Context: an optimization exercise on an open-source flow, tuned for small area and a short achievable clock period. The choices shown serve that exercise and are no tape-out recipe.
The RTL was checked by simulation tests, not by an equivalence proof against the original design.
Power and IR drop assume default switching activity.

==> flow/design.v <==
module ram_2port_bist #(
    parameter int DATA_W = 8,
    parameter int ADDR_W = 8,
    parameter int RD_LAT = 1
) (
    input  logic              clk,
    input  logic              rst_n,
    input  logic              start,
    input  logic [1:0]        mode,
    input  logic              err_inj,
    output logic              busy,
    output logic              done,
    output logic              pass,
    output logic [ADDR_W:0]   err_cnt,
    output logic [ADDR_W-1:0] first_err_addr,
    input  logic              wr_en,
    input  logic [ADDR_W-1:0] wr_addr,
    input  logic [DATA_W-1:0] wr_data,
    input  logic [ADDR_W-1:0] rd_addr,
    output logic [DATA_W-1:0] rd_data
);
    localparam int DEPTH = 2 ** ADDR_W;
    typedef enum logic [2:0] {
        S_IDLE,
        S_WRITE,
        S_READ,
        S_FLUSH,
        S_DONE
    } state_t;
    state_t              state;
    state_t              state_nxt;
    logic                busy_q;
    logic                busy_nxt;
    logic [7:0]          addr;
    logic [1:0]          mode_q;
    logic                inj_q;
    logic                accept;
    logic                wren;
    logic                rden;
    logic                addr_last;
    logic                flush_end;
    logic [7:0]          wdata;
    logic [7:0]          exp_now;
    logic [7:0]          mem [DEPTH];
    logic [7:0]          q;
    logic                vld_d;
    logic [7:0]          exp_d;
    logic [7:0]          addr_d;
    logic                mismatch;
    function automatic logic [7:0] pattern(input logic [1:0] m, input logic [7:0] a);
        case (m)
            2'd0:    pattern = a;
            2'd1:    pattern = ~a;
            2'd2:    pattern = a[0] ? 8'haa : 8'h55;
            default: pattern = a[0] ? 8'h00 : 8'hff;
        endcase
    endfunction
    assign addr_last = (addr == 8'hff);
    assign flush_end = (state == S_FLUSH);
    always_comb begin
        state_nxt = state;
        accept    = 1'b0;
        wren      = 1'b0;
        rden      = 1'b0;
        case (state)
            S_IDLE, S_DONE: begin
                if (start) begin
                    accept    = 1'b1;
                    state_nxt = S_WRITE;
                end
            end
            S_WRITE: begin
                wren = 1'b1;
                if (addr_last) begin
                    state_nxt = S_READ;
                end
            end
            S_READ: begin
                rden = 1'b1;
                if (addr_last) begin
                    state_nxt = S_FLUSH;
                end
            end
            S_FLUSH: begin
                state_nxt = S_DONE;
            end
            default: state_nxt = S_IDLE;
        endcase
    end
    assign busy_nxt = (state_nxt == S_WRITE) || (state_nxt == S_READ) || (state_nxt == S_FLUSH);
    assign busy     = busy_q;
    logic [7:0] addr_nxt;
    always_comb begin
        addr_nxt = addr;
        if (accept) begin
            addr_nxt = '0;
        end else if (wren || rden) begin
            addr_nxt = addr + 1'b1;
        end
    end
    logic        idle_q;
    logic [15:0] bhi_n, blo_n;
    logic [15:0] bwlo_n;    
    logic        wren_nxt;
    assign wren_nxt = (state_nxt == S_WRITE);
    always_ff @(posedge clk or negedge rst_n) begin
        if (!rst_n) begin
            state  <= S_IDLE;
            busy_q <= 1'b0;
            idle_q <= 1'b1;
            addr   <= '0;
            mode_q <= '0;
            inj_q  <= 1'b0;
            bhi_n  <= '1;
            blo_n  <= '1;
            bwlo_n <= '1;
        end else begin
            state  <= state_nxt;
            busy_q <= busy_nxt;
            idle_q <= !busy_nxt;
            addr   <= addr_nxt;
            if (accept) begin
                mode_q <= mode;
                inj_q  <= err_inj;
            end
            for (int i = 0; i < 16; i++) begin
                bhi_n[i] <= !(busy_nxt && (addr_nxt[7:4] == 4'(i)));
                blo_n[i] <= !(busy_nxt && (addr_nxt[3:0] == 4'(i)));
                bwlo_n[i] <= !(wren_nxt && (addr_nxt[3:0] == 4'(i)));
            end
        end
    end
    assign exp_now = pattern(mode_q, addr);
    assign wdata   = exp_now ^ {7'b0, inj_q && (addr == 8'h00)};
    logic       mem_we;
    logic [7:0] mem_waddr;
    logic [7:0] mem_wdata;
    assign mem_we    = wr_en || wren;
    assign mem_waddr = wr_en ? wr_addr : addr;
    assign mem_wdata = wr_en ? wr_data : wdata;
    logic [15:0]      whi_n, wlo_n;
    logic [DEPTH-1:0] we;
    logic [3:0]       wp [4];    
    for (genvar k = 0; k < 4; k++) begin : g_wpre
        ram_2port_bist_nor2  u_0 (.a(wr_addr[2*k+1]), .b(wr_addr[2*k]), .y(wp[k][0]));
        ram_2port_bist_andn  u_1 (.a(wr_addr[2*k+1]), .b(wr_addr[2*k]), .y(wp[k][1]));
        ram_2port_bist_andn  u_2 (.a(wr_addr[2*k]), .b(wr_addr[2*k+1]), .y(wp[k][2]));
        ram_2port_bist_and2  u_3 (.a(wr_addr[2*k+1]), .b(wr_addr[2*k]), .y(wp[k][3]));
    end
    for (genvar i = 0; i < 16; i++) begin : g_wdec
        logic hi_p_n, lo_p_n;
        ram_2port_bist_nand3 u_hp (.a(wr_en), .b(wp[3][i/4]), .c(wp[2][i%4]), .y(hi_p_n));
        ram_2port_bist_nand3 u_lp (.a(wr_en), .b(wp[1][i/4]), .c(wp[0][i%4]), .y(lo_p_n));
        ram_2port_bist_o21a  u_h  (.a1(wr_en), .a2(bhi_n[i]),  .b1(hi_p_n), .y(whi_n[i]));
        ram_2port_bist_o21a  u_l  (.a1(wr_en), .a2(bwlo_n[i]), .b1(lo_p_n), .y(wlo_n[i]));
    end
    for (genvar w = 0; w < DEPTH; w++) begin : g_we
        ram_2port_bist_nor2 u_we (.a(whi_n[w/16]), .b(wlo_n[w%16]), .y(we[w]));
    end
    always_ff @(posedge clk) begin
        for (int i = 0; i < DEPTH; i++) begin
            if (we[i]) begin
                mem[i] <= mem_wdata;
            end
        end
    end
    logic [15:0]      hi, lo;
    logic [DEPTH-1:0] rsel_n;
    logic [7:0]       rword;
    logic [3:0]       rp [4];    
    for (genvar k = 0; k < 4; k++) begin : g_rpre
        ram_2port_bist_nor2  u_0 (.a(rd_addr[2*k+1]), .b(rd_addr[2*k]), .y(rp[k][0]));
        ram_2port_bist_andn  u_1 (.a(rd_addr[2*k+1]), .b(rd_addr[2*k]), .y(rp[k][1]));
        ram_2port_bist_andn  u_2 (.a(rd_addr[2*k]), .b(rd_addr[2*k+1]), .y(rp[k][2]));
        ram_2port_bist_and2  u_3 (.a(rd_addr[2*k+1]), .b(rd_addr[2*k]), .y(rp[k][3]));
    end
    for (genvar i = 0; i < 16; i++) begin : g_rdec
        logic hi_p_n, lo_p_n;
        ram_2port_bist_nand3 u_hp (.a(idle_q), .b(rp[3][i/4]), .c(rp[2][i%4]), .y(hi_p_n));
        ram_2port_bist_nand3 u_lp (.a(idle_q), .b(rp[1][i/4]), .c(rp[0][i%4]), .y(lo_p_n));
        ram_2port_bist_nand2 u_h  (.a(hi_p_n), .b(bhi_n[i]), .y(hi[i]));
        ram_2port_bist_nand2 u_l  (.a(lo_p_n), .b(blo_n[i]), .y(lo[i]));
    end
    for (genvar w = 0; w < DEPTH; w++) begin : g_rsel
        ram_2port_bist_nand2 u_sel (.a(hi[w/16]), .b(lo[w%16]), .y(rsel_n[w]));
    end
    for (genvar b = 0; b < 8; b++) begin : g_rbit
        logic [DEPTH-1:0] col;
        for (genvar w = 0; w < DEPTH; w++) begin : g_col
            assign col[w] = mem[w][b];
        end
        ram_2port_bist_sel256 u_sel (.sel_n(rsel_n), .d(col), .y(rword[b]));
    end
    always_ff @(posedge clk) begin
        if (mem_we && (mem_waddr == (idle_q ? rd_addr : addr))) begin
            q <= mem_wdata;
        end else begin
            q <= rword;
        end
    end
    assign rd_data = q;
    always_ff @(posedge clk or negedge rst_n) begin
        if (!rst_n) begin
            vld_d  <= 1'b0;
            exp_d  <= '0;
            addr_d <= '0;
        end else begin
            vld_d  <= rden;
            exp_d  <= exp_now;
            addr_d <= addr;
        end
    end
    assign mismatch = vld_d && (q != exp_d);
    always_ff @(posedge clk or negedge rst_n) begin
        if (!rst_n) begin
            err_cnt        <= '0;
            first_err_addr <= '0;
            done           <= 1'b0;
            pass           <= 1'b0;
        end else begin
            if (accept) begin
                err_cnt        <= '0;
                first_err_addr <= '0;
            end else if (mismatch) begin
                err_cnt <= err_cnt + 1'b1;
                if (err_cnt == '0) begin
                    first_err_addr <= addr_d;
                end
            end
            done <= flush_end;
            if (flush_end) begin
                pass <= (err_cnt == '0) && !mismatch;
            end
        end
    end
endmodule
module ram_2port_bist_sel256 (
    input  logic [255:0] sel_n,
    input  logic [255:0] d,
    output logic         y
);
    logic [127:0] l1;     
    logic [63:0]  l2_n;   
    logic [15:0]  l3;     
    logic [7:0]   l4_n;   
    logic [3:0]   l5;     
    logic [1:0]   l6_n;   
    for (genvar k = 0; k < 128; k++) begin : g_l1
        ram_2port_bist_o22ai u (
            .a1(sel_n[2*k]),   .a2(d[2*k]),
            .b1(sel_n[2*k+1]), .b2(d[2*k+1]),
            .y(l1[k]));
    end
    for (genvar k = 0; k < 64; k++) begin : g_l2
        ram_2port_bist_nor2 u (.a(l1[2*k]), .b(l1[2*k+1]), .y(l2_n[k]));
    end
    for (genvar k = 0; k < 16; k++) begin : g_l3
        ram_2port_bist_nand4 u (.a(l2_n[4*k]), .b(l2_n[4*k+1]), .c(l2_n[4*k+2]), .d(l2_n[4*k+3]), .y(l3[k]));
    end
    for (genvar k = 0; k < 8; k++) begin : g_l4
        ram_2port_bist_nor2 u (.a(l3[2*k]), .b(l3[2*k+1]), .y(l4_n[k]));
    end
    for (genvar k = 0; k < 4; k++) begin : g_l5
        ram_2port_bist_nand2 u (.a(l4_n[2*k]), .b(l4_n[2*k+1]), .y(l5[k]));
    end
    for (genvar k = 0; k < 2; k++) begin : g_l6
        ram_2port_bist_nor2 u (.a(l5[2*k]), .b(l5[2*k+1]), .y(l6_n[k]));
    end
    assign y = l6_n[0] && l6_n[1];
endmodule
module ram_2port_bist_o22ai (
    input  logic a1, a2, b1, b2,
    output logic y
);
    assign y = !((a1 || a2) && (b1 || b2));
endmodule
module ram_2port_bist_nand2 (
    input  logic a, b,
    output logic y
);
    assign y = !(a && b);
endmodule
module ram_2port_bist_nand3 (
    input  logic a, b, c,
    output logic y
);
    assign y = !(a && b && c);
endmodule
module ram_2port_bist_and2 (
    input  logic a, b,
    output logic y
);
    assign y = a && b;
endmodule
module ram_2port_bist_o21a (
    input  logic a1, a2, b1,
    output logic y
);
    assign y = (a1 || a2) && b1;
endmodule
module ram_2port_bist_andn (
    input  logic a, b,
    output logic y
);
    assign y = !a && b;
endmodule
module ram_2port_bist_nand4 (
    input  logic a, b, c, d,
    output logic y
);
    assign y = !(a && b && c && d);
endmodule
module ram_2port_bist_nor2 (
    input  logic a, b,
    output logic y
);
    assign y = !(a || b);
endmodule
==> flow/flow/run.sh <==
#!/bin/bash
# The standard layout, except that the port buffers are made from a plain
# buffer cell (buf_4) rather than the cell buffer_ports picks on its own.
# make's full output goes to flow.log here; each ORFS step also keeps its
# own log under orfs/logs/.
set -euo pipefail
export BUFFER_PORTS_ARGS="-buffer_cell sky130_fd_sc_hd__buf_4"
bash standard.sh finish > flow.log 2>&1
==> flow/standard.sh <==
#!/bin/bash
# synth_recipe.tcl (not shown) runs the flow's synth.tcl, then flattens the netlist and writes it again
# the make line also repeats each setting of config.mk as NAME=value (left out here)
make -C /OpenROAD-flow-scripts/flow DESIGN_CONFIG=/design/flow/config.mk WORK_HOME=/design/flow/orfs CLKGATE_MAP_FILE= SYNTH_SCRIPT=/design/flow/synth_recipe.tcl "${@:-finish}"
==> flow/config.mk <==
export PLATFORM = sky130hd
export DESIGN_NAME = ram_2port_bist
export DESIGN_NICKNAME = ram_2port_bist
export VERILOG_FILES = /design/flow/design.v
export SDC_FILE = /design/flow/constraint.sdc
export NUM_CORES = 4
export LEC_CHECK = 0
export CAP_MARGIN = 20
export CORE_MARGIN = 2
export CORE_UTILIZATION = 40
export CTS_BUF_LIST = sky130_fd_sc_hd__clkbuf_8
export CTS_CLUSTER_DIAMETER = 50
export CTS_CLUSTER_SIZE = 12
export SETUP_SLACK_MARGIN = 3.6
export SLEW_MARGIN = 20
export SYNTH_HIERARCHICAL = 1
export SYNTH_MINIMUM_KEEP_SIZE = 0
==> flow/constraint.sdc <==
create_clock -name core_clock -period 6.5 [get_ports {clk}]
set_input_delay 1.3000 -clock core_clock [delete_from_list [all_inputs] [get_ports {clk}]]
set_output_delay 1.3000 -clock core_clock [all_outputs]
set_load 0.01 [all_outputs]
==> flow_summary_export.csv, run 1 <==
group,metric,value,unit
status,status,"no timing/DRC/antenna violations",
power_and_ir_drop,ir_worst_vdd,0.3697,mV
critical_path,worstPathRequired,7450,ps
sta,tns,0,ps
die,dieWidth,448.2,um
global_routing,grt_usage,0.2351,
sta,rsz0062_at_grt,"yes",
critical_path,worst-endpoint-arrival,4030,ps
clock_network,clock_latency,1010,ps
critical_path,worst-setup-path-type,"in2reg",
power_and_ir_drop,power,35.99,mW
sta,worst_pin_slew,1237,ps
detailed_routing,post_drt_wl_per_cell,29.97,um
clock_network,htreeDepth,4,
placed_design,dp_hpwl,135.1,mm
detailed_routing,final_antenna_net_count,0,
logic_synthesis,synth_top_family_by_area,"compound AO/OA/AOI/OAI gates",
placed_design,preCtsSetupSlack,1509,ps
cells_and_area,drive_gt1_frac,0.1790,
die,die_y,448.2,um
global_routing,grt_pass1_wl,337.6,mm
logic_synthesis,synthesis.nets,4990,
detailed_routing,drtIter0Drc,7356,
critical_path,end_kind,"flip-flop",
global_routing,antenna_found_initial,11,
power_and_ir_drop,leakagePower,28.12,nW
logic_synthesis,synth.area.mux_share,0.004439,
logic_synthesis,synth_fa_ha_area_frac,0.0006342,
cells_and_area,area_growth,14.69,%
clock_network,ctsRootBufferMaster,"clkbuf_8",
critical_path,start_kind,"primary input",
logic_synthesis,async_flop_share,0.04638,
sta,fin_skew,79.59,ps
clock_network,cts_max_path_buffers,3,
sta,setup_viol,0,
clock_network,cts_sinks,2156,
sta,period_share,0.4733,
die,rows,163,
detailed_routing,drc,0,
logic_synthesis,ys_seq_area_frac,0.8138,
die,die_area,200900,um2
logic_synthesis,synth-compound-area-share,0.08844,
global_routing,grt_max_degree,158,
logic_synthesis,synthXorXnorAreaFrac,0.005898,
global_routing,overflow,0,
critical_path,crit_fanout,8,
detailed_routing,via_count,48590,
sta,maxSlewHeadroom,0.1751,
placed_design,port_buffers,58,
logic_synthesis,ys.warnings.count,11,
sta,fmax,325.1,MHz
clock_network,clk_pin_slew,80,ps
clock_network,numCtsBuffers,210,
sta,slew_violations,0,
logic_synthesis,synthCells,4955,
placed_design,gp_congestion,0.8992,
clock_network,hold_buffers,0,
cells_and_area,layout.nets,5412,
detailed_routing,drt_first_pass_iters,7,
die,ios,59,
logic_synthesis,synth_simple_gate_area_frac,0.08432,
die,initial_core_util,0.4014,
power_and_ir_drop,p_per_area,397.7,nW/um2
worst_hold_path,hold_class,"in2async",
logic_synthesis,synth_cell_type_count,60,
cells_and_area,fillers,16920,
logic_synthesis,netlist_area,78910,um2
job,max_cap_viol_count,0,
clock_network,cts_tree,"built",
logic_synthesis,syn_avg_cell_area,15.93,um2
logic_synthesis,ys.flop_type,"edfxtp_1",
detailed_routing,viasPerCell,5.991,
sta,fin_crit,3076,ps
logic_synthesis,synth_edf_count,2048,
die,core-area,196600,um2
detailed_routing,wirelength,243.1,mm
logic_synthesis,synth_seq_cells,2156,
sta,fin_ws,3424,ps
sta,hold_viol,0,
global_routing,grt_pass1_vias,46720,
metrics by stage:
stage	hold slack, ps	cell area, um2	util	std cells
2_1_floorplan	348.7	78940	-	4955
3_3_place_gp	464.2	83120	0.4228	7671
3_5_place_dp	459.2	83120	0.4228	7671
4_1_cts	252.4	89590	0.4557	8078
5_1_grt	337.2	90500	0.4603	8109
6_report	338.2	90510	0.4604	8111
area by class of cell:
class	count	area [um2]	area share
Clock inverter	92	628.1	0.006940
Antenna cell	3	7.507	0.00008294
Tap cell	2640	3303	0.03650
Sequential cell	2156	64260	0.7100
Timing Repair Buffer	215	2535	0.02801
Inverter	16	60.06	0.0006636
Multi-Input combinational cell	2778	16810	0.1857
Clock buffer	211	2904	0.03209
registers in the layout (all words and copies together) (netlist names), 2 cells and up:
| name | count |
|---|---|
| mem | 2048 |
| addr | 8 |
| mode_q | 2 |
| state | 3 |
| q | 8 |
| err_cnt | 9 |
| first_err_addr | 8 |
| bwlo_n | 16 |
| bhi_n | 16 |
| exp_d | 8 |
| blo_n | 16 |
| addr_d | 8 |
layer usage:
layer | up-vias | share of wire | global-route usage
li1 | 20560 | - | -
met1 | 24690 | 0.38 | 0.3159
met2 | 2810 | 0.46 | 0.3664
met3 | 528 | 0.11 | 0.05342
met4 | 6 | 0.051 | 0.1052
met5 | - | 0.00052 | 0
worst max-delay path: stages:
cell and delay (ps):
buf_4 160, and2_1 230, nand3_1 170, nand2_4 100, buf_16 170, buf_12 150, nand2_2 190, o22ai_2 140
nor2_1 170, nand4_1 150, nor2_1 290, nand2_1 210, nor2_4 270, and2_1 180, mux2_4 130
power breakdown:
part	switching, mW	leakage (nW)	internal (mW)	total, mW
clock network	4.58	1.95	3.14	7.72
logic	7.36	6.54	2.38	9.74
registers	0.425	19.6	18.1	18.5
final timing paths:
kind | slack [ps] | endpoint | startpoint | depth (start not counted)
setup / recovery | 3420 | q[5] | rd_addr[3] | 15
hold / removal | 340 | err_cnt[7] | rst_n | 1
setup reg to reg | 3490 | q[5] | idle_q | 14
hold reg to reg | 480 | inj_q | inj_q | 2
max in group asynchronous | 4990 | addr[0] | rst_n | 2
min in group core_clock | 480 | inj_q | inj_q | 2
kinds of logic (layout without fill, tap and decap cells):
logic type | count (synthesis) | after routing
mux | 30 | 40
buf+inv | 41 | 534
simple gates | 1568 | 1578
fa+ha+maj | 4 | 4
other cells | 0 | 3
xor+xnor | 51 | 51
flops | 2156 | 2156
compound gates | 1105 | 1105
what timing repair did:
action	4_1_cts	5_1_grt
cloned	21	7
pin swaps	32	15
hold endpoints to repair	0	0
gates resized for setup	396	156
endpoints found under the setup margin	1166	535
setup buffers	83	23
cell usage after synthesis, drive strengths merged, types with 14 or more instances:
library cell / count / area (um2)
dfstp: 49 / 1287
o21a: 38 / 285.3
nand2: 392 / 1471
nor2b: 16 / 220.2
dfrtp: 51 / 1276
mux2: 16 / 210.2
nand3: 72 / 365.3
edfxtp: 2048 / 61500
o22ai: 1027 / 6425
nor2: 898 / 3371
buf: 17 / 101.4
nand4: 138 / 863.3
xnor2: 20 / 193.9
and2: 16 / 100.1
mux2i: 14 / 140.1
inv: 16 / 60.06
xor2: 31 / 271.5
Yosys stat by module, one instance, submodules excluded:
module	times used	cells	flops+latches	area, um2
ram_2port_bist_nor2	856	1	0	3.754
ram_2port_bist_and2	8	1	0	6.256
ram_2port_bist_andn	16	1	0	13.76
ram_2port_bist_nand2	320	1	0	3.754
ram_2port_bist_nand3	64	1	0	5.005
ram_2port_bist_o22ai	1024	1	0	6.256
ram_2port_bist_o21a	32	1	0	7.507
ram_2port_bist_sel256	8	1	0	6.256
ram_2port_bist_nand4	128	1	0	6.256
ram_2port_bist	1	2499	2156	66410
cell usage in the layout, fill, tap and decap left out, drive strengths merged, types with 8 or more instances in the layout:
master and n:
and2 16, nor2 898, o21a 38, edfxtp 2048, o21ai 12, xor2 31
clkbuf 212, mux2i 14, dfrtp 51, nand3 72, xnor2 20, dfxtp 8
nand4 138, dfstp 49, o22ai 1027, clkinv 24, nand2 402, buf 209
inv 73, a21oi 10, mux2 26, clkinvlp 8, nor2b 16
==> inputs of run 2 (changes only) <==
--- a/flow/design.v
+++ b/flow/design.v
@@ -151,6 +151,6 @@
         logic hi_p_n, lo_p_n;
-        ram_2port_bist_nand3 u_hp (.a(wr_en), .b(wp[3][i/4]), .c(wp[2][i%4]), .y(hi_p_n));
-        ram_2port_bist_nand3 u_lp (.a(wr_en), .b(wp[1][i/4]), .c(wp[0][i%4]), .y(lo_p_n));
-        ram_2port_bist_o21a  u_h  (.a1(wr_en), .a2(bhi_n[i]),  .b1(hi_p_n), .y(whi_n[i]));
-        ram_2port_bist_o21a  u_l  (.a1(wr_en), .a2(bwlo_n[i]), .b1(lo_p_n), .y(wlo_n[i]));
+        ram_2port_bist_nand2 u_hp (.a(wp[3][i/4]), .b(wp[2][i%4]), .y(hi_p_n));
+        ram_2port_bist_nand2 u_lp (.a(wp[1][i/4]), .b(wp[0][i%4]), .y(lo_p_n));
+        ram_2port_bist_mux2  u_h  (.s(wr_en), .a(hi_p_n), .b(bhi_n[i]),  .y(whi_n[i]));
+        ram_2port_bist_mux2  u_l  (.s(wr_en), .a(lo_p_n), .b(bwlo_n[i]), .y(wlo_n[i]));
     end
@@ -294,7 +294,7 @@
 endmodule
-module ram_2port_bist_o21a (
-    input  logic a1, a2, b1,
+module ram_2port_bist_mux2 (
+    input  logic s, a, b,
     output logic y
 );
-    assign y = (a1 || a2) && b1;
+    assign y = s ? a : b;
 endmodule
==> flow/flow/run.sh (replaced) <==
#!/bin/bash
# The standard layout, except that the port buffers are made from a plain
# buffer cell (buf_4) rather than the cell buffer_ports picks on its own,
# and clock tree synthesis adds no dummy loads. make's full output goes to
# flow.log here; each ORFS step also keeps its own log under orfs/logs/.
set -euo pipefail
export BUFFER_PORTS_ARGS="-buffer_cell sky130_fd_sc_hd__buf_4"
export CTS_ARGS="-sink_clustering_enable -repair_clock_nets -sink_clustering_size 12 -sink_clustering_max_diameter 50 -buf_list sky130_fd_sc_hd__clkbuf_8 -dont_use_dummy_load"
bash standard.sh finish > flow.log 2>&1
==> flow_summary_export.csv, run 2 <==
group,metric,value,unit
sta,slew_violations,0,
logic_synthesis,ys_seq_area_frac,0.8118,
logic_synthesis,synth_area_leader_cell,"edfxtp_1",
status,status,"no timing/DRC/antenna violations",
critical_path,r2r_slack,3390,ps
sta,setup_viol,0,
logic_synthesis,ys.flop_type,"edfxtp_1",
cells_and_area,seqCellArea,64260,um2
critical_path,worst-endpoint-arrival,4020,ps
logic_synthesis,synth_edf_count,2048,
logic_synthesis,async_flop_share,0.04638,
critical_path,cp-startpoint,"rd_addr[1]",
placed_design,gp_congestion,0.8765,
cells_and_area,fin_area,89760,um2
detailed_routing,post_drt_wl_per_cell,30.33,um
critical_path,worst-setup-path-type,"in2reg",
logic_synthesis,synthesis.nets,4990,
sta,hold_viol,0,
critical_path,worstPathRequired,7400,ps
cells_and_area,layout.nets,5397,
sta,tns,0,ps
cells_and_area,area_growth,13.46,%
sta,rsz0062_at_grt,"yes",
die,dieWidth,448.7,um
logic_synthesis,synth_common_cells,"2048 x edfxtp_1, 1027 x o22ai_1, 898 x nor2_1, 424 x nand2_1, 138 x nand4_1",
power_and_ir_drop,ir_worst_vdd,0.4120,mV
power_and_ir_drop,switchingPower,11.84,mW
clock_network,ctsRootBufferMaster,"clkbuf_8",
logic_synthesis,synth_cell_type_count,60,
logic_synthesis,synth_most_common_cell,"edfxtp_1",
cells_and_area,mostFrequentLayoutCells,"2048 x edfxtp_1, 954 x o22ai_1, 873 x nor2_1, 209 x clkbuf_8, 186 x nand2_1",
logic_synthesis,synthCells,4955,
global_routing,grt_max_degree,137,
critical_path,start_kind,"primary input",
global_routing,grt_pass1_vias,46500,
cells_and_area,layout.cells.non_filler,8012,
die,ios,59,
cells_and_area,drive_gt1_frac,0.1743,
sta,holdWs,378.1,ps
detailed_routing,wirelength,243.0,mm
critical_path,reg2reg_to,"q[0]",
sta,worst_pin_slew,1085,ps
die,rows,163,
critical_path,crit_fanout,8,
placed_design,dpl_cell_area,83290,um2
power_and_ir_drop,pwr-share-comb,0.265,
global_routing,grt_pass1_wl,339.2,mm
clock_network,clock_latency,1000,ps
power_and_ir_drop,p_sw_frac,0.3389,
clock_network,htreeDepth,4,
die,initial_core_util,0.4016,
sta,maxSlewHeadroom,0.2767,
power_and_ir_drop,clkPwrFrac,0.202,
sta,period_share,0.4799,
global_routing,overflow,0,
worst_hold_path,hold_class,"in2async",
critical_path,reg2reg_depth,14,
cells_and_area,largest-register,"mem",
critical_path,r2r-start,"idle_q",
clock_network,cts_max_path_buffers,3,
global_routing,antenna_found_initial,20,
sta,fin_crit,3120,ps
clock_network,clk_pin_slew,80,ps
die,die_y,448.7,um
detailed_routing,viasPerCell,6.051,
placed_design,port_buffers,58,
logic_synthesis,synth_seq_cells,2156,
logic_synthesis,ys.warnings.count,11,
cells_and_area,mostFrequentLayoutCell,"edfxtp_1",
clock_network,cts_tree,"built",
cells_and_area,fillers,17040,
sta,fin_ws,3380,ps
job,max_cap_viol_count,0,
logic_synthesis,netlist_area,79110,um2
detailed_routing,drt_first_pass_iters,6,
power_and_ir_drop,p_per_area,389.2,nW/um2
power_and_ir_drop,internal_power,23.10,mW
detailed_routing,via_count,48480,
detailed_routing,final_antenna_net_count,0,
logic_synthesis,yosysTopAreaCellShare,0.7773,
clock_network,hold_buffers,0,
cells_and_area,largest_reg_flops,2048,
placed_design,preCtsSetupSlack,1667,ps
cells_and_area,multiInputGateArea,17090,um2
clock_network,numCtsBuffers,208,
die,die_area,201400,um2
detailed_routing,drc,0,
power_and_ir_drop,leakagePower,27.87,nW
placed_design,placedCellCount,7671,
clock_network,cts_sinks,2156,
sta,fin_skew,131.2,ps
power_and_ir_drop,p_seq_frac,0.533,
critical_path,end_kind,"flip-flop",
placed_design,dp_hpwl,139.5,mm
die,core-area,197000,um2
sta,fmax,320.6,MHz
detailed_routing,drtIter0Drc,7102,
logic_synthesis,ys_top_cells_by_area,"edfxtp_1 78%, o22ai_1 8.1%, nor2_1 4.3%",
global_routing,grt_usage,0.2333,
logic_synthesis,syn_avg_cell_area,15.97,um2
-- run 2: cell types whose count changed in the layout (fill, tap and decap cells not counted), sizes merged, moves of 12 or more --
cell / change
inv: -57
buf: -12
nand2: +33
nand3: -32
mux2: +34
o21a: -32
clkinv: -24
-- run 2: stage by stage --
stage,utilization,power [mW]
2_1_floorplan,-,21.97
3_3_place_gp,0.4228,26.26
3_5_place_dp,0.4228,26.37
4_1_cts,0.4509,34.57
5_1_grt,0.4556,35.77
6_report,0.4556,34.94
-- run 2: how the worst max path moves through the flow --
stage               depth (start not counted)  slack [ps]   endpoint
floorplan                                   3        3240  mem[0][2]
global placement                           14        1680       q[2]
detailed placement                         13        1670       q[4]
CTS                                        14        3510       q[5]
global route                               14        3400       q[0]
finish                                     15        3380       q[5]
-- run 2: per-module statistics from Yosys, one instance, submodules excluded --
module / cell area, um2 / times used
ram_2port_bist_sel256: 6.256 / 8
ram_2port_bist_nor2: 3.754 / 856
ram_2port_bist_andn: 13.76 / 16
ram_2port_bist_nand3: 5.005 / 32
ram_2port_bist: 66410 / 1
ram_2port_bist_and2: 6.256 / 8
ram_2port_bist_nand2: 3.754 / 352
ram_2port_bist_mux2: 15.01 / 32
ram_2port_bist_nand4: 6.256 / 128
ram_2port_bist_o22ai: 6.256 / 1024
-- run 2: kinds of logic after synthesis --
| kind of cell | count (synthesis) | synth area share |
|---|---|---|
| flip-flops | 2156 | 0.8118 |
| AND/OR/NAND/NOR | 1568 | 0.08360 |
| AO/OA/AOI/OAI | 1073 | 0.08518 |
| multiplexers | 62 | 0.01050 |
| XOR/XNOR | 51 | 0.005883 |
| buffers and inverters | 41 | 0.002436 |
| adder cells (fa/ha/maj) | 4 | 0.0006326 |
-- run 2: power by group through the flow --
stage / Combinational [mW] / Sequential, mW / Clock, mW
6_report: 9.26 / 18.6 / 7.05
5_1_grt: 9.43 / 18.7 / 7.68
4_1_cts: 8.76 / 18.6 / 7.19
3_5_place_dp: 7.50 / 18.9 / 0
3_3_place_gp: 7.39 / 18.9 / 0
2_1_floorplan: 3.29 / 18.7 / 0
-- run 2: repair_timing --
| item | CTS | global route |
|---|---|---|
| endpoints found under the hold margin | 0 | 0 |
| setup endpoints to repair | 1100 | 196 |
| buffers inserted | 77 | 19 |
| gates cloned | 19 | 5 |
| resized for setup | 411 | 137 |
| pin swaps | 38 | 27 |
-- run 2: layout make-up --
class | instances | share of cell area
well taps | 2640 | 0.03680
inverters | 16 | 0.0006691
flip-flops and latches | 2156 | 0.7159
multi-input cells | 2781 | 0.1904
diodes | 12 | 0.0003345
repair buffers | 199 | 0.02403
clock buffers | 208 | 0.03189
-- run 2: layer usage --
layer  vias to the layer above  GRT usage  share of wire
met2                      2894     0.3622           0.46
met3                       558    0.05136           0.11
met4                         8     0.1058          0.049
met5                         -          0        0.00022
met1                     24610     0.3151           0.38
li1                      20410          -              -
-- run 2: critical path, cell delays in order --
cell and delay [ps]:
buf_4 150, and2_1 250, nand3_1 190, nand2_4 180, buf_12 180, buf_12 150
nand2_4 140, o22ai_2 100, nor2_1 170, nand4_1 240, nor2_1 340, nand2_1 130
nor2_1 200, and2_1 150, mux2_4 130
==> inputs of run 3 (changes only) <==
--- a/flow/design.v
+++ b/flow/design.v
@@ -168,3 +168,2 @@
     logic [DEPTH-1:0] rsel_n;
-    logic [7:0]       rword;
     logic [3:0]       rp [4];    
@@ -186,2 +185,3 @@
     end
+    logic [1:0] rhalf [8];    
     for (genvar b = 0; b < 8; b++) begin : g_rbit
@@ -191,10 +191,14 @@
         end
-        ram_2port_bist_sel256 u_sel (.sel_n(rsel_n), .d(col), .y(rword[b]));
+        ram_2port_bist_sel256 u_sel (.sel_n(rsel_n), .d(col), .y(rhalf[b]));
+    end
+    logic       byp;
+    logic [7:0] q_nxt;
+    assign byp = mem_we && (mem_waddr == (idle_q ? rd_addr : addr));
+    for (genvar b = 0; b < 8; b++) begin : g_qnxt
+        logic rword_n;
+        ram_2port_bist_nand2 u_n (.a(rhalf[b][0]), .b(rhalf[b][1]), .y(rword_n));
+        ram_2port_bist_mux2i u_m (.s(byp), .a(!mem_wdata[b]), .b(rword_n), .y(q_nxt[b]));
     end
     always_ff @(posedge clk) begin
-        if (mem_we && (mem_waddr == (idle_q ? rd_addr : addr))) begin
-            q <= mem_wdata;
-        end else begin
-            q <= rword;
-        end
+        q <= q_nxt;
     end
@@ -239,3 +243,3 @@
     input  logic [255:0] d,
-    output logic         y
+    output logic [1:0]   y
 );
@@ -268,3 +272,3 @@
     end
-    assign y = l6_n[0] && l6_n[1];
+    assign y = l6_n;
 endmodule
@@ -300,2 +304,8 @@
 endmodule
+module ram_2port_bist_mux2i (
+    input  logic s, a, b,
+    output logic y
+);
+    assign y = !(s ? a : b);
+endmodule
 module ram_2port_bist_andn (
==> flow_summary_export.csv, run 3 <==
group,metric,value,unit
critical_path,worstPathRequired,7080,ps
detailed_routing,wirelength,237.8,mm
logic_synthesis,ys.warnings.count,12,
power_and_ir_drop,leakagePower,27.17,nW
logic_synthesis,async_flop_share,0.04638,
logic_synthesis,synth_cell_type_count,61,
power_and_ir_drop,p_per_area,383.3,nW/um2
job,max_cap_viol_count,0,
die,die_area,201200,um2
clock_network,numCtsBuffers,212,
die,core-area,196800,um2
logic_synthesis,ys_seq_area_frac,0.8126,
sta,setup_viol,0,
logic_synthesis,syn_avg_cell_area,15.95,um2
die,die_y,448.5,um
cells_and_area,mostFrequentLayoutCell,"edfxtp_1",
sta,fmax,325.4,MHz
clock_network,clock_latency,970,ps
global_routing,antenna_found_initial,15,
cells_and_area,area_growth,13.21,%
critical_path,reg2reg_depth,14,
logic_synthesis,ys.flop_type,"edfxtp_1",
placed_design,preCtsSetupSlack,1741,ps
cells_and_area,drive_gt1_frac,0.1940,
clock_network,ctsRootBufferMaster,"clkbuf_8",
sta,fin_skew,90.85,ps
detailed_routing,drt_first_pass_iters,6,
clock_network,cts_tree,"built",
critical_path,crit_fanout,27,
detailed_routing,post_drt_wl_per_cell,29.73,um
cells_and_area,largest_reg_flops,2048,
sta,maxSlewHeadroom,0.3204,
detailed_routing,drtIter0Drc,6748,
die,initial_core_util,0.4016,
sta,slew_violations,0,
logic_synthesis,netlist_area,79030,um2
cells_and_area,largest-register,"mem",
logic_synthesis,synth_common_cells,"2048 x edfxtp_1, 1028 x o22ai_1, 874 x nor2_1, 449 x nand2_1, 133 x nand4_1",
critical_path,start_kind,"primary input",
die,rows,163,
placed_design,dp_hpwl,139.4,mm
sta,fin_crit,3073,ps
critical_path,worst-endpoint-arrival,3660,ps
global_routing,grt_usage,0.2283,
detailed_routing,final_antenna_net_count,0,
sta,period_share,0.4727,
placed_design,port_buffers,58,
sta,rsz0062_at_grt,"yes",
logic_synthesis,synthCells,4955,
clock_network,cts_sinks,2156,
logic_synthesis,synth_most_common_cell,"edfxtp_1",
sta,fin_ws,3427,ps
logic_synthesis,synth_edf_count,2048,
clock_network,cts_max_path_buffers,3,
detailed_routing,via_count,47690,
logic_synthesis,ys_top_cells_by_area,"edfxtp_1 78%, o22ai_1 8.1%, nor2_1 4.2%",
critical_path,end_kind,"flip-flop",
logic_synthesis,yosysTopAreaCellShare,0.7782,
sta,worst_pin_slew,1019,ps
sta,hold_viol,0,
global_routing,grt_max_degree,208,
global_routing,grt_pass1_vias,46040,
sta,tns,0,ps
global_routing,grt_pass1_wl,331.2,mm
logic_synthesis,synthesis.nets,4990,
placed_design,gp_congestion,0.9010,
global_routing,overflow,0,
clock_network,clk_pin_slew,80,ps
power_and_ir_drop,ir_worst_vdd,0.3755,mV
die,dieWidth,448.5,um
worst_hold_path,hold_class,"in2async",
cells_and_area,layout.nets,5383,
logic_synthesis,synth_area_leader_cell,"edfxtp_1",
detailed_routing,viasPerCell,5.964,
die,ios,59,
status,status,"no timing/DRC/antenna violations",
detailed_routing,drc,0,
critical_path,worst-setup-path-type,"in2reg",
logic_synthesis,synth_seq_cells,2156,
clock_network,htreeDepth,4,
cells_and_area,mostFrequentLayoutCells,"2048 x edfxtp_1, 1009 x o22ai_1, 639 x nor2_1, 241 x nand2_1, 225 x nor2_2",
[run 3: cell count changes after synthesis, moves of 8 or more]
cell     change
inv_1        +8
mux2_4       -8
mux2i_1     +11
nand2_1     +25
nor2_1      -24
xor2_1      -10
[run 3: metal layers]
| metal | share of wire | wire (um) | global-route usage |
|---|---|---|---|
| met2 | 0.48 | 113600 | 0.3634 |
| met3 | 0.091 | 21530 | 0.04113 |
| met4 | 0.054 | 12760 | 0.1189 |
| met5 | 0.000067 | 16 | 0 |
| met1 | 0.38 | 89850 | 0.3001 |
[run 3: metrics by stage]
step | utilization | power (mW) | hold WS [ps] | cells | instance area [um2]
floorplan | - | 21.93 | 348.7 | 4955 | 79190
global placement | 0.4227 | 25.80 | 466.6 | 7668 | 83180
detailed placement | 0.4227 | 25.88 | 482.3 | 7670 | 83200
CTS | 0.4478 | 33.87 | 176.9 | 7955 | 88130
global route | 0.4546 | 35.14 | 251.4 | 7994 | 89460
finish | 0.4546 | 34.29 | 271.5 | 7996 | 89470
[run 3: timing repair]
action / 4_1_cts / 5_1_grt
gates cloned: 12 / 2
endpoints found under the hold margin: 0 / 0
pin swaps: 17 / 26
hold buffers: 0 / 0
resized for setup: 327 / 317
endpoints found under the setup margin: 2017 / 1590
setup buffers: 61 / 29
[run 3: worst paths after layout]
check | start | endpoint | slack (ps)
max in group asynchronous | rst_n | first_err_addr[7] | 4890
worst max register to register | idle_q | q[3] | 3500
min in group core_clock | inj_q | inj_q | 510
worst min-delay path | rst_n | pass | 270
worst max-delay path | wr_en | mem[84][2] | 3430
worst min register to register | inj_q | inj_q | 510
[run 3: logic make-up (layout without fill, tap and decap cells)]
family / after synthesis / in the layout / synth area share
compound gates: 1084 / 1084 / 0.08630
xor+xnor: 39 / 39 / 0.004560
fa+ha+maj: 4 / 4 / 0.0006333
buf+inv: 47 / 432 / 0.002676
flops: 2156 / 2156 / 0.8126
mux: 58 / 61 / 0.009388
other cells: 0 / 10 / 0
simple gates: 1567 / 1570 / 0.08383
[run 3: power breakdown]
group	internal, mW	switching, mW	leakage [nW]	total [mW]
Combinational	1.90	6.85	5.99	8.75
Clock	2.88	4.25	1.52	7.13
Sequential	18.0	0.420	19.7	18.4
[run 3: final cells by class]
cell class              instances  area [um2]
diodes                         10       25.02
repair inverters                7       50.05
multi-input cells            2758       16600
flip-flops and latches       2156       64270
well taps                    2640        3303
repair buffers                188        2168
inverters                      25       135.1
clock buffers                 212        2918
fillers                     16920      107300
[run 3: per-module statistics from Yosys (local to each module, per instance), excerpt]
module	cells inside	times used	flip-flops and latches
ram_2port_bist_nand2	1	360	0
ram_2port_bist_mux2	1	32	0
ram_2port_bist_and2	1	8	0
ram_2port_bist_o22ai	1	1024	0
ram_2port_bist_nand3	1	32	0
ram_2port_bist_andn	1	16	0
[run 3: critical path, stage by stage]
cell    delay (ps)
buf_4          370
buf_4          540
mux2_4         670
nor2_1         690
==> inputs of run 4 (changes only) <==
--- a/flow/design.v
+++ b/flow/design.v
@@ -151,6 +151,6 @@
         logic hi_p_n, lo_p_n;
-        ram_2port_bist_nand2 u_hp (.a(wp[3][i/4]), .b(wp[2][i%4]), .y(hi_p_n));
-        ram_2port_bist_nand2 u_lp (.a(wp[1][i/4]), .b(wp[0][i%4]), .y(lo_p_n));
-        ram_2port_bist_mux2  u_h  (.s(wr_en), .a(hi_p_n), .b(bhi_n[i]),  .y(whi_n[i]));
-        ram_2port_bist_mux2  u_l  (.s(wr_en), .a(lo_p_n), .b(bwlo_n[i]), .y(wlo_n[i]));
+        ram_2port_bist_nand3 u_hp (.a(wr_en), .b(wp[3][i/4]), .c(wp[2][i%4]), .y(hi_p_n));
+        ram_2port_bist_nand3 u_lp (.a(wr_en), .b(wp[1][i/4]), .c(wp[0][i%4]), .y(lo_p_n));
+        ram_2port_bist_o21a  u_h  (.a1(wr_en), .a2(bhi_n[i]),  .b1(hi_p_n), .y(whi_n[i]));
+        ram_2port_bist_o21a  u_l  (.a1(wr_en), .a2(bwlo_n[i]), .b1(lo_p_n), .y(wlo_n[i]));
     end
@@ -298,7 +298,7 @@
 endmodule
-module ram_2port_bist_mux2 (
-    input  logic s, a, b,
+module ram_2port_bist_o21a (
+    input  logic a1, a2, b1,
     output logic y
 );
-    assign y = s ? a : b;
+    assign y = (a1 || a2) && b1;
 endmodule
==> flow_summary_export.csv, run 4 <==
group,metric,value,unit
job,max_cap_viol_count,0,
sta,hold_viol,0,
sta,worst_pin_slew,1221,ps
critical_path,worst-endpoint-arrival,3930,ps
die,dieWidth,447.9,um
sta,tns,0,ps
die,die_area,200600,um2
global_routing,grt_max_degree,158,
detailed_routing,post_drt_wl_per_cell,29.86,um
global_routing,overflow,0,
critical_path,r2r-start,"idle_q",
sta,slew_violations,0,
critical_path,crit_buf_inv,2,
clock_network,ctsRootBufferMaster,"clkbuf_8",
power_and_ir_drop,ir_worst_vdd,0.4896,mV
logic_synthesis,synthesis.nets,4990,
cells_and_area,layout.nets,5363,
detailed_routing,viasPerCell,6.052,
cells_and_area,area_growth,12.61,%
sta,fin_skew,123.4,ps
cells_and_area,mostFrequentLayoutCells,"2048 x edfxtp_1, 1023 x o22ai_1, 674 x nor2_1, 214 x nand2_1, 209 x clkbuf_8",
cells_and_area,multiInputGateArea,16310,um2
detailed_routing,drc,0,
logic_synthesis,yosysTopAreaCellShare,0.7801,
critical_path,path_delay_family,"simple AND/OR/NAND/NOR gates",
cells_and_area,mostFrequentLayoutCell,"edfxtp_1",
clock_network,clk_pin_slew,80,ps
critical_path,path_cells,"buf_4 -> and2_2 -> nand3_4 -> nand2_8 -> buf_8 -> nand2_4 -> o22ai_1 -> nor2_1 -> nand4_1 -> nor2_4 -> nand2_1 -> nor2_4 -> nand2_1 -> mux2i_1",
placed_design,preCtsSetupSlack,1402,ps
logic_synthesis,async_flop_share,0.04638,
logic_synthesis,ys.warnings.count,12,
detailed_routing,wirelength,237.5,mm
global_routing,grt_pass1_vias,46170,
logic_synthesis,synth_area_leader_cell,"edfxtp_1",
critical_path,crit_fanout,10,
die,die_y,447.9,um
detailed_routing,final_antenna_net_count,0,
die,core-area,195400,um2
logic_synthesis,synth_edf_count,2048,
logic_synthesis,netlist_area,78830,um2
die,rows,162,
critical_path,r2r_slack,3490,ps
clock_network,hold_buffers,0,
placed_design,port_buffers,58,
logic_synthesis,syn_avg_cell_area,15.91,um2
sta,maxSlewHeadroom,0.1858,
logic_synthesis,synthCells,4955,
cells_and_area,layout.cells.non_filler,7955,
critical_path,reg2reg_depth,13,
critical_path,end_kind,"flip-flop",
worst_hold_path,hold_class,"in2async",
logic_synthesis,ys_top_cells_by_area,"edfxtp_1 78%, o22ai_1 8.2%, nor2_1 4.2%",
die,ios,59,
placed_design,dpl_cell_area,83280,um2
power_and_ir_drop,p_per_area,388.9,nW/um2
sta,setup_viol,0,
sta,fin_ws,3465,ps
logic_synthesis,synth_cell_type_count,60,
clock_network,cts_sinks,2156,
detailed_routing,drt_first_pass_iters,8,
logic_synthesis,synth_seq_cells,2156,
clock_network,clock_latency,970,ps
sta,rsz0062_at_grt,"yes",
sta,holdWs,291.0,ps
clock_network,cts_max_path_buffers,3,
cells_and_area,fin_util,0.4543,
global_routing,grt_usage,0.2314,
logic_synthesis,synth_most_common_cell,"edfxtp_1",
logic_synthesis,synth_common_cells,"2048 x edfxtp_1, 1028 x o22ai_1, 874 x nor2_1, 417 x nand2_1, 133 x nand4_1",
power_and_ir_drop,power,34.52,mW
sta,period_share,0.4669,
cells_and_area,fillers,17060,
detailed_routing,via_count,48140,
status,status,"no timing/DRC/antenna violations",
clock_network,htreeDepth,4,
global_routing,antenna_found_initial,7,
placed_design,gp_congestion,0.8989,
logic_synthesis,ys.flop_type,"edfxtp_1",
detailed_routing,drtIter0Drc,7074,
critical_path,reg2reg_to,"q[4]",
clock_network,numCtsBuffers,209,
cells_and_area,largest_reg_flops,2048,
critical_path,worstPathRequired,7390,ps
critical_path,worst-setup-path-type,"in2reg",
logic_synthesis,ys_seq_area_frac,0.8147,
cells_and_area,seqCellArea,64270,um2
cells_and_area,largest-register,"mem",
critical_path,start_kind,"primary input",
cells_and_area,fin_area,88780,um2
power_and_ir_drop,leakagePower,27.00,nW
critical_path,cp_slowest_cell,"nand4_1",
die,initial_core_util,0.4034,
placed_design,dp_hpwl,142.3,mm
critical_path,slowest_delay,290,ps
sta,fmax,329.5,MHz
global_routing,grt_pass1_wl,332.8,mm
sta,fin_crit,3035,ps
placed_design,placedCellCount,7681,
clock_network,cts_tree,"built",
cells_and_area,drive_gt1_frac,0.1791,
## run 4: changes by cell type in the layout (fill, tap and decap cells not counted), sizes merged
cell / previous run / this run
nand2: 452 / 419
mux2: 36 / 4
nand3: 40 / 72
o21a: 3 / 35
buf: 186 / 170
diode: 10 / 5
clkbuf: 213 / 210
bufbuf: 1 / 3
clkinvlp: 14 / 12
## run 4: routing by layer
metal / vias up / share of wire / wire length (um) / track usage
li1: 20370 / - / - / -
met1: 24580 / 0.38 / 91130 / 0.3153
met2: 2743 / 0.48 / 112900 / 0.3719
met3: 448 / 0.10 / 24730 / 0.04189
met4: 0 / 0.037 / 8747 / 0.08626
met5: - / 0 / 0 / 0
## run 4: report_power, final
part | internal [mW] | switching [mW]
combinational | 1.90 | 7.16
clock | 2.84 | 4.25
sequential | 18.0 | 0.393
## run 4: cells by family (layout without fill, tap and decap cells)
group	Yosys count	count (layout)	share of synthesized area
flops	2156	2156	0.8147
other cells	0	5	0
xor+xnor	39	39	0.004571
fa+ha+maj	4	4	0.0006349
buf+inv	47	413	0.002682
simple gates	1567	1569	0.08455
compound gates	1116	1116	0.08956
mux	26	29	0.003317
## run 4: area by class of cell
| type | instances | share of cell area |
|---|---|---|
| inverters | 25 | 0.001522 |
| repair inverters | 5 | 0.0003946 |
| well taps | 2624 | 0.03698 |
| multi-input cells | 2757 | 0.1838 |
| flip-flops and latches | 2156 | 0.7239 |
| clock buffers | 209 | 0.03240 |
| repair buffers | 174 | 0.02087 |
| diodes | 5 | 0.0001409 |
## run 4: per-module statistics from Yosys, one instance, submodules excluded, excerpt
module,cells inside,copies in the design,cell area [um2]
ram_2port_bist_o22ai,1,1024,6.256
ram_2port_bist_and2,1,8,6.256
ram_2port_bist_nand3,1,64,5.005
ram_2port_bist_nand4,1,128,6.256
ram_2port_bist_o21a,1,32,7.507
ram_2port_bist_nor2,1,856,3.754
ram_2port_bist_nand2,1,328,3.754
ram_2port_bist,2491,1,66270
ram_2port_bist_mux2i,1,8,10.01
ram_2port_bist_andn,1,16,13.76
## run 4: worst max path at each step
stage / start / end / slack, ps / depth (start not counted)
final: rd_addr[1] / q[4] / 3470 / 14
after CTS: idle_q / q[4] / 3420 / 13
after detailed placement: rd_addr[1] / q[4] / 1400 / 14
after global placement: rd_addr[1] / q[4] / 1380 / 14
after global routing: idle_q / q[4] / 3470 / 13
after floorplan: wr_en / mem[0][1] / 2290 / 4
## run 4: what timing repair did
item / in CTS / in global routing
gates cloned: 10 / 3
buffers inserted: 38 / 9
gates resized for setup: 312 / 295
setup endpoints to repair: 1853 / 2179
pin swaps: 24 / 29
==> inputs of run 5 (changes only) <==
--- a/flow/config.mk
+++ b/flow/config.mk
@@ -13,3 +13,3 @@
 export CTS_CLUSTER_SIZE = 12
-export SETUP_SLACK_MARGIN = 3.6
+export SETUP_SLACK_MARGIN = 3.7
 export SLEW_MARGIN = 20
==> flow_summary_export.csv, run 5 <==
group,metric,value,unit
global_routing,overflow,0,
placed_design,gp_congestion,0.8989,
logic_synthesis,synth_cell_type_count,60,
die,ios,59,
sta,fmax,346.4,MHz
worst_hold_path,hold_class,"in2async",
critical_path,start_kind,"flip-flop",
critical_path,worst-setup-path-type,"reg2out",
global_routing,antenna_found_initial,7,
critical_path,path_delay_family,"flip-flops",
logic_synthesis,ys_top_cells_by_area,"edfxtp_1 78%, o22ai_1 8.2%, nor2_1 4.2%",
cells_and_area,mostFrequentLayoutCells,"2048 x edfxtp_1, 1015 x o22ai_1, 646 x nor2_1, 209 x clkbuf_8, 196 x nor2_2",
clock_network,cts_max_path_buffers,3,
logic_synthesis,synth_area_leader_cell,"edfxtp_1",
global_routing,grt_usage,0.2342,
critical_path,worstPathRequired,5200,ps
sta,hold_viol,0,
detailed_routing,post_drt_wl_per_cell,30.00,um
critical_path,crit_fanout,2,
clock_network,cts_tree,"built",
sta,fin_crit,2887,ps
detailed_routing,wirelength,240.1,mm
placed_design,dp_hpwl,142.3,mm
logic_synthesis,synth_common_cells,"2048 x edfxtp_1, 1028 x o22ai_1, 874 x nor2_1, 417 x nand2_1, 133 x nand4_1",
logic_synthesis,netlist_area,78830,um2
sta,setup_viol,0,
die,die_area,200600,um2
cells_and_area,largest-register,"mem",
sta,fin_skew,118.4,ps
logic_synthesis,synth_most_common_cell,"edfxtp_1",
critical_path,path_cells,"buf_6",
status,status,"no timing/DRC/antenna violations",
critical_path,cp_slowest_cell,"dfxtp_4",
critical_path,end_kind,"output pin",
logic_synthesis,ys.flop_type,"edfxtp_1",
global_routing,grt_pass1_wl,336.2,mm
critical_path,crit_buf_inv,1,
power_and_ir_drop,power,34.96,mW
logic_synthesis,yosysTopAreaCellShare,0.7801,
sta,rsz0062_at_grt,"yes",
detailed_routing,drtIter0Drc,7362,
global_routing,grt_max_degree,179,
detailed_routing,drt_first_pass_iters,8,
critical_path,slowest_delay,470,ps
logic_synthesis,ys_seq_area_frac,0.8147,
cells_and_area,largest_reg_flops,2048,
cells_and_area,fin_area,90040,um2
placed_design,dpl_cell_area,83280,um2
die,core-area,195400,um2
detailed_routing,via_count,48470,
sta,tns,0,ps
cells_and_area,drive_gt1_frac,0.2012,
job,max_cap_viol_count,0,
detailed_routing,drc,0,
power_and_ir_drop,p_per_area,388.3,nW/um2
detailed_routing,final_antenna_net_count,0,
die,rows,162,
logic_synthesis,synthCells,4955,
cells_and_area,area_growth,14.21,%
detailed_routing,viasPerCell,6.057,
die,die_y,447.9,um
clock_network,ctsRootBufferMaster,"clkbuf_8",
sta,period_share,0.4442,
logic_synthesis,synthesis.nets,4990,
global_routing,grt_pass1_vias,46560,
power_and_ir_drop,ir_worst_vdd,0.4775,mV
cells_and_area,layout.nets,5411,
die,initial_core_util,0.4034,
clock_network,clk_pin_slew,80,ps
clock_network,numCtsBuffers,209,
die,dieWidth,447.9,um
cells_and_area,fillers,16890,
logic_synthesis,syn_avg_cell_area,15.91,um2
sta,slew_violations,0,
critical_path,worst-endpoint-arrival,1590,ps
clock_network,clock_latency,970,ps
logic_synthesis,synth_edf_count,2048,
sta,maxSlewHeadroom,0.1847,
clock_network,hold_buffers,0,
logic_synthesis,async_flop_share,0.04638,
sta,worst_pin_slew,1223,ps
clock_network,cts_sinks,2156,
cells_and_area,mostFrequentLayoutCell,"edfxtp_1",
placed_design,port_buffers,58,
logic_synthesis,ys.warnings.count,12,
clock_network,htreeDepth,4,
power_and_ir_drop,leakagePower,28.00,nW
logic_synthesis,synth_seq_cells,2156,
-- run 5: kinds of logic (layout without fill, tap and decap cells) --
logic type	Yosys count	count (layout)	synth area share
flops	2156	2156	0.8147
mux	26	29	0.003317
xor+xnor	39	39	0.004571
fa+ha+maj	4	4	0.0006349
compound gates	1116	1116	0.08956
buf+inv	47	459	0.002682
simple gates	1567	1571	0.08455
other cells	0	5	0
-- run 5: power by group --
part | switching [mW] | total [mW] | internal, mW
logic | 7.37 | 9.48 | 2.10
clock network | 4.26 | 7.10 | 2.84
registers | 0.408 | 18.4 | 18.0
total | 12.0 | 35.0 | 22.9
-- run 5: path summary, 6_finish.rpt --
kind                       startpoint                end  slack, ps  depth (start not counted)
min in group core_clock     addr_d[3]  first_err_addr[3]        510                          2
min reg2reg                 addr_d[3]  first_err_addr[3]        510                          2
max reg2reg                    idle_q               q[2]       3620                         13
max                              q[3]         rd_data[3]       3610                          1
min                             rst_n  first_err_addr[1]        290                          1
max in group asynchronous       rst_n            addr[1]       4860                          2
-- run 5: repair_timing --
action	4_1_cts	5_1_grt
buffers inserted	64	26
setup endpoints to repair	2793	1954
gates cloned	14	3
pin swaps	43	60
gates resized for setup	506	290
-- run 5: per-stage QoR --
stage	instances	setup WS (ps)	utilization	hold slack, ps
after floorplan	4955	2289	-	348.7
after global placement	7679	1380	0.4261	491.2
after detailed placement	7681	1402	0.4262	498.9
after CTS	7968	3400	0.4534	221.9
after global routing	8000	3561	0.4607	276.3
final	8003	3613	0.4608	290.2
-- run 5: cell type report --
cell class	count	area (um2)	area share
tap	2624	3283	0.03646
sequential	2156	64270	0.7138
clock buffer	209	2877	0.03195
timing repair buffer	220	2412	0.02679
timing repair inverter	5	35.03	0.0003891
antenna	5	12.51	0.0001390
multi-input combinational	2759	17010	0.1890
inverter	25	135.1	0.001501
-- run 5: Yosys stat by module (local to each module, per instance), a selection --
module	times used	cells	cell area, um2	flops+latches
ram_2port_bist_and2	8	1	6.256	0
ram_2port_bist_mux2i	8	1	10.01	0
ram_2port_bist_o22ai	1024	1	6.256	0
ram_2port_bist	1	2491	66270	2156
ram_2port_bist_o21a	32	1	7.507	0
ram_2port_bist_nand3	64	1	5.005	0
-- run 5: per-layer routing --
metal,up-vias,part of all wire,track usage
li1,20490,-,-
met1,24740,0.38,0.3171
met2,2735,0.47,0.3699
met3,504,0.11,0.04566
met4,2,0.045,0.1011
met5,-,0.000054,0
==> inputs of run 6 (changes only) <==
--- a/flow/config.mk
+++ b/flow/config.mk
@@ -13,3 +13,3 @@
 export CTS_CLUSTER_SIZE = 12
-export SETUP_SLACK_MARGIN = 3.7
+export SETUP_SLACK_MARGIN = 3.8
 export SLEW_MARGIN = 20
==> flow_summary_export.csv, run 6 <==
group,metric,value,unit
status,status,"no timing/DRC/antenna violations",
placed_design,dp_hpwl,140.1,mm
placed_design,gp_congestion,0.8815,
clock_network,ctsRootBufferMaster,"clkbuf_8",
power_and_ir_drop,power,34.85,mW
detailed_routing,viasPerCell,5.987,
logic_synthesis,ys_top_cells_by_area,"edfxtp_1 78%, o22ai_1 8.2%, nor2_1 4.2%",
clock_network,clk_pin_slew,80,ps
placed_design,preCtsSetupSlack,1624,ps
logic_synthesis,async_flop_share,0.04638,
die,ios,59,
global_routing,overflow,0,
cells_and_area,largest_reg_flops,2048,
logic_synthesis,synth_edf_count,2048,
critical_path,reg2reg_to,"q[1]",
cells_and_area,area_growth,14.57,%
critical_path,worst-setup-path-type,"reg2out",
sta,fin_ws,3639,ps
detailed_routing,wirelength,238.0,mm
detailed_routing,drt_first_pass_iters,5,
critical_path,cp_slowest_cell,"dfxtp_4",
cells_and_area,layout.nets,5425,
sta,maxSlewHeadroom,0.1045,
power_and_ir_drop,ir_worst_vdd,0.4646,mV
cells_and_area,multiInputGateArea,17050,um2
power_and_ir_drop,p_per_area,385.9,nW/um2
logic_synthesis,syn_avg_cell_area,15.91,um2
die,rows,162,
detailed_routing,drtIter0Drc,6339,
clock_network,numCtsBuffers,206,
critical_path,start_kind,"flip-flop",
global_routing,grt_pass1_wl,328.8,mm
logic_synthesis,yosysTopAreaCellShare,0.7801,
logic_synthesis,netlist_area,78830,um2
logic_synthesis,synth_most_common_cell,"edfxtp_1",
die,core-area,195400,um2
sta,tns,0,ps
clock_network,cts_sinks,2156,
critical_path,r2r-start,"idle_q",
clock_network,cts_max_path_buffers,3,
die,initial_core_util,0.4034,
critical_path,path_delay_family,"flip-flops",
logic_synthesis,synth_area_leader_cell,"edfxtp_1",
cells_and_area,drive_gt1_frac,0.1982,
logic_synthesis,ys.flop_type,"edfxtp_1",
critical_path,crit_buf_inv,1,
sta,period_share,0.4402,
detailed_routing,final_antenna_net_count,0,
logic_synthesis,synthesis.nets,4990,
global_routing,grt_max_degree,172,
clock_network,htreeDepth,4,
sta,fmax,349.5,MHz
die,die_y,447.9,um
critical_path,slowest_delay,460,ps
detailed_routing,drc,0,
job,max_cap_viol_count,0,
cells_and_area,fillers,16810,
critical_path,path_cells,"buf_6",
die,die_area,200600,um2
die,dieWidth,447.9,um
power_and_ir_drop,leakagePower,28.24,nW
critical_path,worstPathRequired,5200,ps
critical_path,end_kind,"output pin",
logic_synthesis,synth_common_cells,"2048 x edfxtp_1, 1028 x o22ai_1, 874 x nor2_1, 417 x nand2_1, 133 x nand4_1",
detailed_routing,via_count,48030,
placed_design,port_buffers,58,
critical_path,crit_fanout,2,
cells_and_area,seqCellArea,64270,um2
cells_and_area,largest-register,"mem",
placed_design,dpl_cell_area,83400,um2
sta,worst_pin_slew,1343,ps
critical_path,reg2reg_depth,12,
global_routing,grt_usage,0.2275,
cells_and_area,fin_area,90320,um2
sta,rsz0062_at_grt,"yes",
sta,hold_viol,0,
global_routing,grt_pass1_vias,46270,
logic_synthesis,synth_cell_type_count,60,
logic_synthesis,synth_seq_cells,2156,
sta,fin_crit,2862,ps
sta,fin_skew,79.50,ps
clock_network,clock_latency,1030,ps
logic_synthesis,ys.warnings.count,12,
sta,setup_viol,0,
cells_and_area,mostFrequentLayoutCell,"edfxtp_1",
detailed_routing,post_drt_wl_per_cell,29.66,um
critical_path,worst-endpoint-arrival,1560,ps
global_routing,antenna_found_initial,10,
sta,slew_violations,0,
clock_network,cts_tree,"built",
logic_synthesis,ys_seq_area_frac,0.8147,
cells_and_area,mostFrequentLayoutCells,"2048 x edfxtp_1, 1009 x o22ai_1, 724 x nor2_1, 208 x clkbuf_8, 175 x nand2_2",
critical_path,r2r_slack,3710,ps
logic_synthesis,synthCells,4955,
worst_hold_path,hold_class,"in2async",
[run 6: cell counts after synthesis]
No cell type changed its count.
[run 6: cell type report]
| type | instances | area share |
|---|---|---|
| multi-input combinational | 2762 | 0.1887 |
| tap | 2624 | 0.03635 |
| inverter | 25 | 0.001496 |
| timing repair buffer | 238 | 0.03006 |
| clock buffer | 206 | 0.03139 |
| antenna | 10 | 0.0002771 |
| sequential | 2156 | 0.7116 |
| timing repair inverter | 1 | 0.00008312 |
[run 6: routing by layer]
layer,up-vias,track usage,routed length [um]
li1,20470,-,-
met4,0,0.09540,10520
met2,2608,0.3618,112200
met5,-,0,0
met3,477,0.04270,23210
met1,24470,0.3081,92060
[run 6: per-module statistics from Yosys, one instance, submodules excluded, a selection]
module | flops+latches | copies in the design | cells inside | area, um2
ram_2port_bist_o21a | 0 | 32 | 1 | 7.507
ram_2port_bist | 2156 | 1 | 2491 | 66270
ram_2port_bist_o22ai | 0 | 1024 | 1 | 6.256
ram_2port_bist_and2 | 0 | 8 | 1 | 6.256
ram_2port_bist_mux2i | 0 | 8 | 1 | 10.01
ram_2port_bist_nand2 | 0 | 328 | 1 | 3.754
ram_2port_bist_nor2 | 0 | 856 | 1 | 3.754
ram_2port_bist_andn | 0 | 16 | 1 | 13.76
ram_2port_bist_nand3 | 0 | 64 | 1 | 5.005
ram_2port_bist_nand4 | 0 | 128 | 1 | 6.256
[run 6: power breakdown]
part	switching (mW)	internal, mW	leakage [nW]
sequential	0.439	18.0	19.7
clock	4.25	2.80	1.48
combinational	7.22	2.16	7.09
total	11.9	22.9	28.2
[run 6: worst max-delay path by stage]
stage	from	end	slack, ps	cells past startpoint
5_1_grt	err_cnt[7]	err_cnt[7]	3560	1
3_3_place_gp	rd_addr[0]	q[1]	1670	14
3_5_place_dp	rd_addr[0]	q[1]	1620	14
2_1_floorplan	wr_en	mem[0][1]	2290	4
4_1_cts	q[1]	rd_data[1]	3540	1
6_report	q[1]	rd_data[1]	3640	1
[run 6: repair_timing]
item | CTS | global route
buffers inserted | 55 | 59
endpoints found under the setup margin | 2395 | 1391
gates resized for setup | 336 | 334
pin swaps | 32 | 58
cloned | 6 | 11
hold buffers | 0 | 0
[run 6: logic make-up after synthesis]
| family | synth area share |
|---|---|
| simple gates | 0.08455 |
| fa+ha+maj | 0.0006349 |
| xor+xnor | 0.004571 |
| compound gates | 0.08956 |
| flops | 0.8147 |
| mux | 0.003317 |
| buf+inv | 0.002682 |
[run 6: through the flow]
stage	hold slack (ps)	util	std cells
global route	304.6	0.4622	8020
finish	326.6	0.4622	8022
detailed placement	467.1	0.4268	7674
CTS	238.4	0.4512	7941
floorplan	348.7	-	4955
global placement	472.4	0.4268	7673
==> inputs of run 7 (changes only) <==
--- a/flow/config.mk
+++ b/flow/config.mk
@@ -13,3 +13,3 @@
 export CTS_CLUSTER_SIZE = 12
-export SETUP_SLACK_MARGIN = 3.8
+export SETUP_SLACK_MARGIN = 3.9
 export SLEW_MARGIN = 20
==> flow_summary_export.csv, run 7 <==
group,metric,value,unit
cells_and_area,mostFrequentLayoutCell,"edfxtp_1",
detailed_routing,viasPerCell,6.054,
global_routing,antenna_found_initial,8,
global_routing,use_met1,0.3316,
die,dieWidth,447.9,um
die,die_y,447.9,um
detailed_routing,post_drt_wl_per_cell,30.13,um
logic_synthesis,synth_cell_type_count,60,
die,core-area,195400,um2
die,ios,59,
cells_and_area,fillers,16680,
placed_design,gp_congestion,0.9102,
logic_synthesis,synth_edf_count,2048,
status,status,"no timing/DRC/antenna violations",
clock_network,clk_pin_slew,80,ps
critical_path,worst-setup-path-type,"in2reg",
job,max_cap_viol_count,0,
sta,worst_pin_slew,1161,ps
placed_design,dpl_cell_area,83910,um2
cells_and_area,largest_reg_flops,2048,
logic_synthesis,syn_avg_cell_area,15.91,um2
worst_hold_path,hold_class,"in2async",
sta,maxSlewHeadroom,0.2259,
critical_path,crit_fanout,8,
sta,tns,0,ps
sta,hold_viol,0,
clock_network,htreeDepth,4,
logic_synthesis,synth_area_leader_cell,"edfxtp_1",
clock_network,cts_max_path_buffers,3,
critical_path,worstPathRequired,7350,ps
sta,setup_viol,0,
global_routing,overflow,0,
power_and_ir_drop,p_per_area,384.2,nW/um2
die,die_area,200600,um2
critical_path,start_kind,"primary input",
cells_and_area,layout.nets,5441,
die,initial_core_util,0.4034,
detailed_routing,via_count,48640,
global_routing,grt_max_degree,137,
logic_synthesis,synth_common_cells,"2048 x edfxtp_1, 1028 x o22ai_1, 874 x nor2_1, 417 x nand2_1, 133 x nand4_1",
clock_network,cts_tree,"built",
power_and_ir_drop,leakagePower,28.13,nW
clock_network,ctsRootBufferMaster,"clkbuf_8",
logic_synthesis,ys_seq_area_frac,0.8147,
logic_synthesis,synth_seq_cells,2156,
die,rows,162,
logic_synthesis,synth_most_common_cell,"edfxtp_1",
logic_synthesis,synthCells,4955,
clock_network,cts_sinks,2156,
cells_and_area,largest-register,"mem",
sta,rsz0062_at_grt,"yes",
sta,fin_skew,163.7,ps
cells_and_area,drive_gt1_frac,0.2176,
power_and_ir_drop,ir_worst_vdd,0.3391,mV
global_routing,use_met2,0.3653,
critical_path,end_kind,"flip-flop",
sta,slew_violations,0,
logic_synthesis,ys.warnings.count,12,
placed_design,port_buffers,58,
global_routing,grt_pass1_wl,339.0,mm
sta,fin_crit,2995,ps
critical_path,r2r_slack,3560,ps
detailed_routing,drc,0,
logic_synthesis,ys_top_cells_by_area,"edfxtp_1 78%, o22ai_1 8.2%, nor2_1 4.2%",
logic_synthesis,yosysTopAreaCellShare,0.7801,
global_routing,grt_usage,0.2361,
sta,fmax,333.9,MHz
sta,period_share,0.4607,
cells_and_area,area_growth,15.29,%
clock_network,hold_buffers,0,
logic_synthesis,netlist_area,78830,um2
[run 7: cell counts after synthesis]
No cell type changed its count.
[run 7: worst paths after layout]
kind	endpoint	cells after the start	startpoint
worst min-delay path	exp_d[3]	1	rst_n
worst max register to register	q[1]	14	idle_q
min in group core_clock	inj_q	2	inj_q
worst min register to register	inj_q	2	inj_q
max in group asynchronous	addr[6]	2	rst_n
worst max-delay path	q[1]	15	rd_addr[5]
[run 7: cell families (layout without fill, tap and decap cells)]
kind of cell / after synthesis / after routing / share of synthesized area
other cells: 0 / 6 / 0
fa+ha+maj: 4 / 4 / 0.0006349
xor+xnor: 39 / 39 / 0.004571
simple gates: 1567 / 1571 / 0.08455
compound gates: 1116 / 1116 / 0.08956
mux: 26 / 29 / 0.003317
flops: 2156 / 2156 / 0.8147
buf+inv: 47 / 489 / 0.002682
[run 7: metrics by stage]
stage          utilization  std cells  total power [mW]  hold slack [ps]  setup slack (ps)
2_1_floorplan            -       4955             22.02            348.7              2289
3_3_place_gp        0.4291       7678             25.88            476.6              1461
3_5_place_dp        0.4294       7681             26.01            475.9              1634
4_1_cts             0.4572       7982             34.36            270.0              3578
5_1_grt             0.4651       8030             35.80            322.4              3569
6_report            0.4651       8034             34.92            332.0              3505
[run 7: critical path, stage by stage]
cell and delay (ps):
buf_4 170, and2_4 210, nand3_4 140, buf_12 150, nand2_8 190, nand2_8 150, buf_4 110, o22ai_1 90
nor2_1 180, nand4_1 320, nor2_4 290, nand2_2 120, nor2_4 190, nand2_1 70, mux2i_1 130
[run 7: timing repair]
item	in CTS	in global routing
resized for setup	386	263
endpoints found under the hold margin	0	0
pin swaps	30	59
setup endpoints to repair	3104	1587
cloned	14	4
setup buffers	81	42
[run 7: per-layer routing]
metal | up-vias | wire length, um
li1 | 20530 | -
met1 | 24920 | 95840
met2 | 2737 | 111600
met3 | 444 | 24120
met4 | 4 | 10540
met5 | - | 22
[run 7: modules after synthesis (local to each module, per instance), excerpt]
module                cell area (um2)  flops+latches
ram_2port_bist_o21a             7.507              0
ram_2port_bist_nand4            6.256              0
ram_2port_bist_mux2i            10.01              0
ram_2port_bist_and2             6.256              0
ram_2port_bist_o22ai            6.256              0
ram_2port_bist_nand3            5.005              0
ram_2port_bist_andn             13.76              0
ram_2port_bist_nor2             3.754              0
ram_2port_bist                  66270           2156
ram_2port_bist_nand2            3.754              0
[run 7: power by group]
part	internal, mW	switching, mW
Combinational	2.24	7.23
Sequential	18.0	0.401
Clock	2.80	4.27
Total	23.0	11.9
[run 7: area by class of cell]
class	instances	area, um2	share of cell area
Timing Repair Buffer	254	2882	0.03171
Inverter	25	135.1	0.001487
Tap cell	2624	3283	0.03612
Antenna cell	6	15.01	0.0001652
Timing Repair inverter	4	25.02	0.0002753
Multi-Input combinational cell	2759	17430	0.1918
Clock buffer	206	2835	0.03120
Sequential cell	2156	64280	0.7073
